Context: an optimization exercise on an open-source flow, tuned for small area, a short achievable clock period and few clock cycles per item. The choices shown serve that exercise and are no tape-out recipe. At most, simulation tests tie the RTL to the original design; equivalence was not proved. The flow treats the clock pin as an ideal source. Dropping or thinning the clock tree relies on that and would not hold on a real chip. Power and IR drop assume default switching activity.

==> module fbpm_datapath, before the edit <==
module fbpm_datapath
(
    input  wire logic        clk,
    input  wire logic        rst_n,
    input  wire logic        v,
    input  wire logic        pn,
    input  wire logic        ps,
    input  wire logic        cs,
    input  wire logic        rt,
    input  wire logic        cl,
    input  wire logic        rp,
    input  wire logic [1:0]  idx,
    output logic             done,
    output logic [44:0]      result
);
    logic [1:0]  free_stack  [4];
    logic [3:0]  free_set;       
    logic [1:0]  flight_list [4];
    logic [3:0]  flight_v;       
    logic        ready_flag;
    logic [1:0]  ready_slot;
    logic        ready_zero;
    logic [31:0] paint_gen;
    logic [31:0] uploaded_gen;
    logic        gen_gt;
    logic        gens_zero;
    logic [2:0]  free_cnt;
    logic [2:0]  flight_cnt;
    logic        acc_q;
    logic        gen_nz_q;
    logic        repl_q;
    logic        reinit_q;
    logic [1:0]  free_stack_n  [4];
    logic [1:0]  flight_list_n [4];
    logic        ready_flag_n;
    logic [1:0]  ready_slot_n;
    logic        ready_zero_n;
    logic [31:0] paint_gen_n;
    logic [31:0] uploaded_gen_n;
    logic        gen_gt_n;
    logic        gens_zero_n;
    logic [2:0]  free_cnt_n;
    logic [3:0]  free_set_n;
    logic [2:0]  flight_cnt_n;
    logic [31:0] paint_gen_inc;
    logic        acc_n;
    logic        gen_nz_n;
    logic        ready_hit;
    logic        idx_hit;
    logic [3:0]  fl_match;
    logic [3:0]  fl_kill;
    logic        grant_pop;
    logic        grant_paint;
    logic        grant_cons;
    logic        push_ready;
    logic        pop_shift;
    logic        ret_push;
    logic        ret_fl;
    logic        append;
    logic        gen_eq;
    assign flight_v = {flight_cnt[2],
                       flight_cnt[2] || (flight_cnt[1] && flight_cnt[0]),
                       flight_cnt[2] || flight_cnt[1],
                       flight_cnt != 3'd0};
    assign gen_eq        = (paint_gen == uploaded_gen);
    assign paint_gen_inc = paint_gen + 32'd1;
    assign ready_hit = free_set[ready_slot] && (free_stack[0] != ready_slot);
    assign idx_hit   = free_set[idx];
    always_comb
    begin
        for (int i = 0; i < 4; i++)
            fl_match[i] = flight_v[i] && (flight_list[i] == idx);
        fl_kill[0] = fl_match[0];
        for (int i = 1; i < 4; i++)
            fl_kill[i] = fl_kill[i-1] || fl_match[i];
    end
    assign grant_pop   = ps && (free_cnt != 3'd0);
    assign grant_paint = ps && ((free_cnt != 3'd0) || ready_flag);
    assign grant_cons  = cs && ready_flag && gen_gt;
    assign push_ready  = grant_pop && ready_flag && !ready_hit;
    assign pop_shift   = grant_pop && !push_ready;
    assign ret_push    = rt && !idx_hit && !free_cnt[2];
    assign ret_fl      = rt && fl_kill[3];
    assign append      = grant_cons && !flight_v[3];
    always_comb
    begin
        for (int i = 0; i < 4; i++)
            free_stack_n[i] = free_stack[i];
        free_cnt_n = free_cnt;
        free_set_n = free_set;
        if (pn)
        begin
            free_stack_n[0] = 2'd2;
            free_stack_n[1] = 2'd1;
            free_stack_n[2] = 2'd0;
            free_cnt_n      = 3'd3;
            free_set_n      = 4'b0111;
        end
        else if (rp)
        begin
            free_cnt_n = 3'd0;
            free_set_n = 4'b0000;
        end
        else if (push_ready)
        begin
            free_stack_n[0] = ready_slot;
            free_set_n[free_stack[0]] = 1'b0;
            free_set_n[ready_slot]    = 1'b1;
        end
        else if (pop_shift)
        begin
            for (int i = 0; i < 3; i++)
                free_stack_n[i] = free_stack[i+1];
            free_cnt_n = free_cnt - 3'd1;
            free_set_n[free_stack[0]] = 1'b0;
        end
        else if (ret_push)
        begin
            for (int i = 1; i < 4; i++)
                free_stack_n[i] = free_stack[i-1];
            free_stack_n[0] = idx;
            free_cnt_n = free_cnt + 3'd1;
            free_set_n[idx] = 1'b1;
        end
        for (int i = 0; i < 4; i++)
            flight_list_n[i] = flight_list[i];
        flight_cnt_n = flight_cnt;
        if (pn || rp)
        begin
            flight_cnt_n = 3'd0;
        end
        else if (append)
        begin
            for (int i = 1; i < 4; i++)
                flight_list_n[i] = flight_list[i-1];
            flight_list_n[0] = ready_slot;
            flight_cnt_n = flight_cnt + 3'd1;
        end
        else if (ret_fl)
        begin
            for (int i = 0; i < 3; i++)
                if (fl_kill[i])
                    flight_list_n[i] = flight_list[i+1];
            flight_cnt_n = flight_cnt - 3'd1;
        end
        if (pn || grant_paint)
            ready_flag_n = 1'b1;
        else if (grant_cons || rp)
            ready_flag_n = 1'b0;
        else
            ready_flag_n = ready_flag;
        if (pn)
            ready_slot_n = 2'd3;
        else if (grant_pop)
            ready_slot_n = free_stack[0];
        else
            ready_slot_n = ready_slot;
        if (pn || grant_paint)
            ready_zero_n = 1'b0;
        else if (rt && (idx == ready_slot))
            ready_zero_n = 1'b1;
        else
            ready_zero_n = ready_zero;
        if (pn || (grant_paint && gens_zero))
            paint_gen_n = 32'd1;
        else if (grant_paint)
            paint_gen_n = paint_gen_inc;
        else
            paint_gen_n = paint_gen;
        if (pn || (grant_paint && gens_zero) || (grant_cons && ready_zero))
            uploaded_gen_n = 32'd0;
        else if (cl || grant_cons)
            uploaded_gen_n = paint_gen;
        else
            uploaded_gen_n = uploaded_gen;
        if (rp)
            gens_zero_n = 1'b1;
        else if (pn || grant_paint)
            gens_zero_n = 1'b0;
        else
            gens_zero_n = gens_zero;
        if (pn)
            gen_gt_n = 1'b1;
        else if (cl)
            gen_gt_n = 1'b0;
        else if (grant_cons)
            gen_gt_n = ready_zero;
        else if (grant_paint)
            gen_gt_n = gens_zero ||
                       ((paint_gen != 32'hffff_ffff) && (gen_gt || gen_eq));
        else
            gen_gt_n = gen_gt;
    end
    assign acc_n    = pn || grant_paint || grant_cons;
    assign gen_nz_n = pn || grant_paint || (grant_cons && !ready_zero);
    always_ff @(posedge clk or negedge rst_n)
    begin
        if (!rst_n)
        begin
            free_cnt   <= '0;
            free_set   <= '0;
            flight_cnt <= '0;
            ready_flag <= 1'b0;
            gens_zero  <= 1'b1;
            done       <= 1'b0;
        end
        else
        begin
            free_cnt   <= free_cnt_n;
            free_set   <= free_set_n;
            flight_cnt <= flight_cnt_n;
            ready_flag <= ready_flag_n;
            gens_zero  <= gens_zero_n;
            done       <= v;
        end
    end
    always_ff @(posedge clk)
    begin
        for (int i = 0; i < 4; i++)
        begin
            free_stack[i]  <= free_stack_n[i];
            flight_list[i] <= flight_list_n[i];
        end
        ready_slot   <= ready_slot_n;
        ready_zero   <= ready_zero_n;
        paint_gen    <= paint_gen_n;
        uploaded_gen <= uploaded_gen_n;
        gen_gt       <= gen_gt_n;
        acc_q        <= acc_n;
        gen_nz_q     <= gen_nz_n;
        repl_q       <= ps && ready_flag;
        reinit_q     <= pn;
    end
    assign result = {acc_q,
                     ready_slot & {2{acc_q}},
                     paint_gen & {32{gen_nz_q}},
                     repl_q,
                     reinit_q,
                     free_cnt,
                     ready_flag,
                     flight_cnt,
                     ready_flag && gen_gt};
endmodule
==> flow/config.mk <==
export PLATFORM = sky130hd
export DESIGN_NAME = frame_buffer_pool_manager_top
export DESIGN_NICKNAME = frame_buffer_pool_manager_top
export VERILOG_FILES = /design/flow/design.v
export SDC_FILE = /design/flow/constraint.sdc
export NUM_CORES = 4
export LEC_CHECK = 0
export CAP_MARGIN = 20
export CORE_MARGIN = 2
export CORE_UTILIZATION = 55
export PLACE_DENSITY = 0.7
export SETUP_SLACK_MARGIN = 3.7
export SLEW_MARGIN = 20
==> flow/constraint.sdc <==
create_clock -name core_clock -period 6.0 [get_ports {clk}]
set_input_delay 1.2000 -clock core_clock [delete_from_list [all_inputs] [get_ports {clk}]]
set_output_delay 1.2000 -clock core_clock [all_outputs]
set_load 0.01 [all_outputs]
standard.sh (not shown) runs the stock make flow with config.mk's settings and CLKGATE_MAP_FILE= SYNTH_SCRIPT=/design/flow/synth_recipe.tcl, a recipe that flattens the netlist after the stock synthesis.
==> flow/flow/run.sh <==
#!/bin/bash
# The standard layout (standard.sh), with two changes:
#  - ports are buffered by buf_2 cells;
#  - the clock tree is flow/cts.tcl's: the clock port drives 4 clkbuf_8
#    cells, each driving 3 clkbuf_8 cells, each driving one cluster of
#    flip-flops.
# ORFS writes each step's full log under orfs/logs/; make's output goes to
# standard.log.
export BUFFER_PORTS_ARGS="-buffer_cell sky130_fd_sc_hd__buf_2"
export PRE_CTS_TCL="$PWD/flow/cts.tcl"
export MYCTS_NROOT=4
export MYCTS_NSUB=3
export MYCTS_ROOT=sky130_fd_sc_hd__clkbuf_8
export MYCTS_LEAF=sky130_fd_sc_hd__clkbuf_8
bash standard.sh > standard.log 2>&1
Other scripts of this flow, unchanged in this note and not shown: flow/flow/cts.tcl
Then changed:
--- a/flow/design.v
+++ b/flow/design.v
@@ -91,13 +91,13 @@
     input  wire logic        rp,
     input  wire logic [1:0]  idx,
     output logic             done,
     output logic [44:0]      result
 );
     logic [1:0]  free_stack  [4];
-    logic [3:0]  free_set;       
+    logic [3:0]  free_v;         
     logic [1:0]  flight_list [4];
     logic [3:0]  flight_v;       
     logic        ready_flag;
     logic [1:0]  ready_slot;
     logic        ready_zero;
     logic [31:0] paint_gen;
@@ -117,13 +117,12 @@
     logic        ready_zero_n;
     logic [31:0] paint_gen_n;
     logic [31:0] uploaded_gen_n;
     logic        gen_gt_n;
     logic        gens_zero_n;
     logic [2:0]  free_cnt_n;
-    logic [3:0]  free_set_n;
     logic [2:0]  flight_cnt_n;
     logic [31:0] paint_gen_inc;
     logic        acc_n;
     logic        gen_nz_n;
     logic        ready_hit;
     logic        idx_hit;
@@ -135,75 +134,78 @@
     logic        push_ready;
     logic        pop_shift;
     logic        ret_push;
     logic        ret_fl;
     logic        append;
     logic        gen_eq;
+    assign free_v   = {free_cnt[2],
+                       free_cnt[2] || (free_cnt[1] && free_cnt[0]),
+                       free_cnt[2] || free_cnt[1],
+                       free_cnt != 3'd0};
     assign flight_v = {flight_cnt[2],
                        flight_cnt[2] || (flight_cnt[1] && flight_cnt[0]),
                        flight_cnt[2] || flight_cnt[1],
                        flight_cnt != 3'd0};
     assign gen_eq        = (paint_gen == uploaded_gen);
     assign paint_gen_inc = paint_gen + 32'd1;
-    assign ready_hit = free_set[ready_slot] && (free_stack[0] != ready_slot);
-    assign idx_hit   = free_set[idx];
     always_comb
     begin
+        ready_hit = 1'b0;
+        idx_hit   = 1'b0;
         for (int i = 0; i < 4; i++)
+        begin
+            if ((i > 0) && free_v[i] && (free_stack[i] == ready_slot))
+                ready_hit = 1'b1;
+            if (free_v[i] && (free_stack[i] == idx))
+                idx_hit = 1'b1;
             fl_match[i] = flight_v[i] && (flight_list[i] == idx);
+        end
         fl_kill[0] = fl_match[0];
         for (int i = 1; i < 4; i++)
             fl_kill[i] = fl_kill[i-1] || fl_match[i];
     end
-    assign grant_pop   = ps && (free_cnt != 3'd0);
-    assign grant_paint = ps && ((free_cnt != 3'd0) || ready_flag);
+    assign grant_pop   = ps && free_v[0];
+    assign grant_paint = ps && (free_v[0] || ready_flag);
     assign grant_cons  = cs && ready_flag && gen_gt;
     assign push_ready  = grant_pop && ready_flag && !ready_hit;
     assign pop_shift   = grant_pop && !push_ready;
-    assign ret_push    = rt && !idx_hit && !free_cnt[2];
+    assign ret_push    = rt && !idx_hit && !free_v[3];
     assign ret_fl      = rt && fl_kill[3];
     assign append      = grant_cons && !flight_v[3];
     always_comb
     begin
         for (int i = 0; i < 4; i++)
             free_stack_n[i] = free_stack[i];
         free_cnt_n = free_cnt;
-        free_set_n = free_set;
         if (pn)
         begin
             free_stack_n[0] = 2'd2;
             free_stack_n[1] = 2'd1;
             free_stack_n[2] = 2'd0;
             free_cnt_n      = 3'd3;
-            free_set_n      = 4'b0111;
         end
         else if (rp)
         begin
             free_cnt_n = 3'd0;
-            free_set_n = 4'b0000;
         end
         else if (push_ready)
         begin
             free_stack_n[0] = ready_slot;
-            free_set_n[free_stack[0]] = 1'b0;
-            free_set_n[ready_slot]    = 1'b1;
         end
         else if (pop_shift)
         begin
             for (int i = 0; i < 3; i++)
                 free_stack_n[i] = free_stack[i+1];
             free_cnt_n = free_cnt - 3'd1;
-            free_set_n[free_stack[0]] = 1'b0;
         end
         else if (ret_push)
         begin
             for (int i = 1; i < 4; i++)
                 free_stack_n[i] = free_stack[i-1];
             free_stack_n[0] = idx;
             free_cnt_n = free_cnt + 3'd1;
-            free_set_n[idx] = 1'b1;
         end
         for (int i = 0; i < 4; i++)
             flight_list_n[i] = flight_list[i];
         flight_cnt_n = flight_cnt;
         if (pn || rp)
         begin
@@ -275,22 +277,20 @@
     assign gen_nz_n = pn || grant_paint || (grant_cons && !ready_zero);
     always_ff @(posedge clk or negedge rst_n)
     begin
         if (!rst_n)
         begin
             free_cnt   <= '0;
-            free_set   <= '0;
             flight_cnt <= '0;
             ready_flag <= 1'b0;
             gens_zero  <= 1'b1;
             done       <= 1'b0;
         end
         else
         begin
             free_cnt   <= free_cnt_n;
-            free_set   <= free_set_n;
             flight_cnt <= flight_cnt_n;
             ready_flag <= ready_flag_n;
             gens_zero  <= gens_zero_n;
             done       <= v;
         end
     end
- total power went down slightly
- clock power went down slightly
- area after synthesis went down by a few percent
- setup slack improves by 0.0061 ns
- wire length decreases by a little under a tenth
- global-route usage decreases by 1.6 points
- cell area drops by a few percent
- register-to-register slack barely changes
Testbench counts after the change, summed over its fixed seeds: cycles 9,616, items 9,600.
The RTL of the first run of this note was laid out without a check of its function. In every run of this note, the design's own scripts or RTL, not TritonCTS, make the clock network.

==> afterwards: timing with drivers on the ports <==
The flow's constraints put no driver on any port. The routed layouts listed below were extracted and timed again, unchanged, in two steps.
Step 1 (the two cells are an assumption about what drives the block):
set clk [get_ports {clk}]
set_driving_cell -lib_cell sky130_fd_sc_hd__clkbuf_16 $clk
set_driving_cell -lib_cell sky130_fd_sc_hd__buf_2 [delete_from_list [all_inputs] $clk]
Step 2, shift: input delay + t, output delay - t, t = (earliest + latest rising clock arrival at the registers) / 2. This alone moves slack from input paths to output paths.
Three values: ideal ports, drivers, drivers and shift; two values: the first two.
| run | t (ns) | setup slack, ns | latest minus earliest clock arrival (ns) | slew at the worst register clock pin (ns) | cell pins on the clock port's net |
|---|---|---|---|---|---|
| the first run | 0.362 | 3.708 / 3.634 / 3.545 | 0.041 / 0.041 | 0.11 / 0.11 | 4 |
| the second run | 0.352 | 3.714 / 3.647 / 3.551 | 0.025 / 0.025 | 0.10 / 0.10 | 4 |
After both steps every run listed still meets setup and hold.
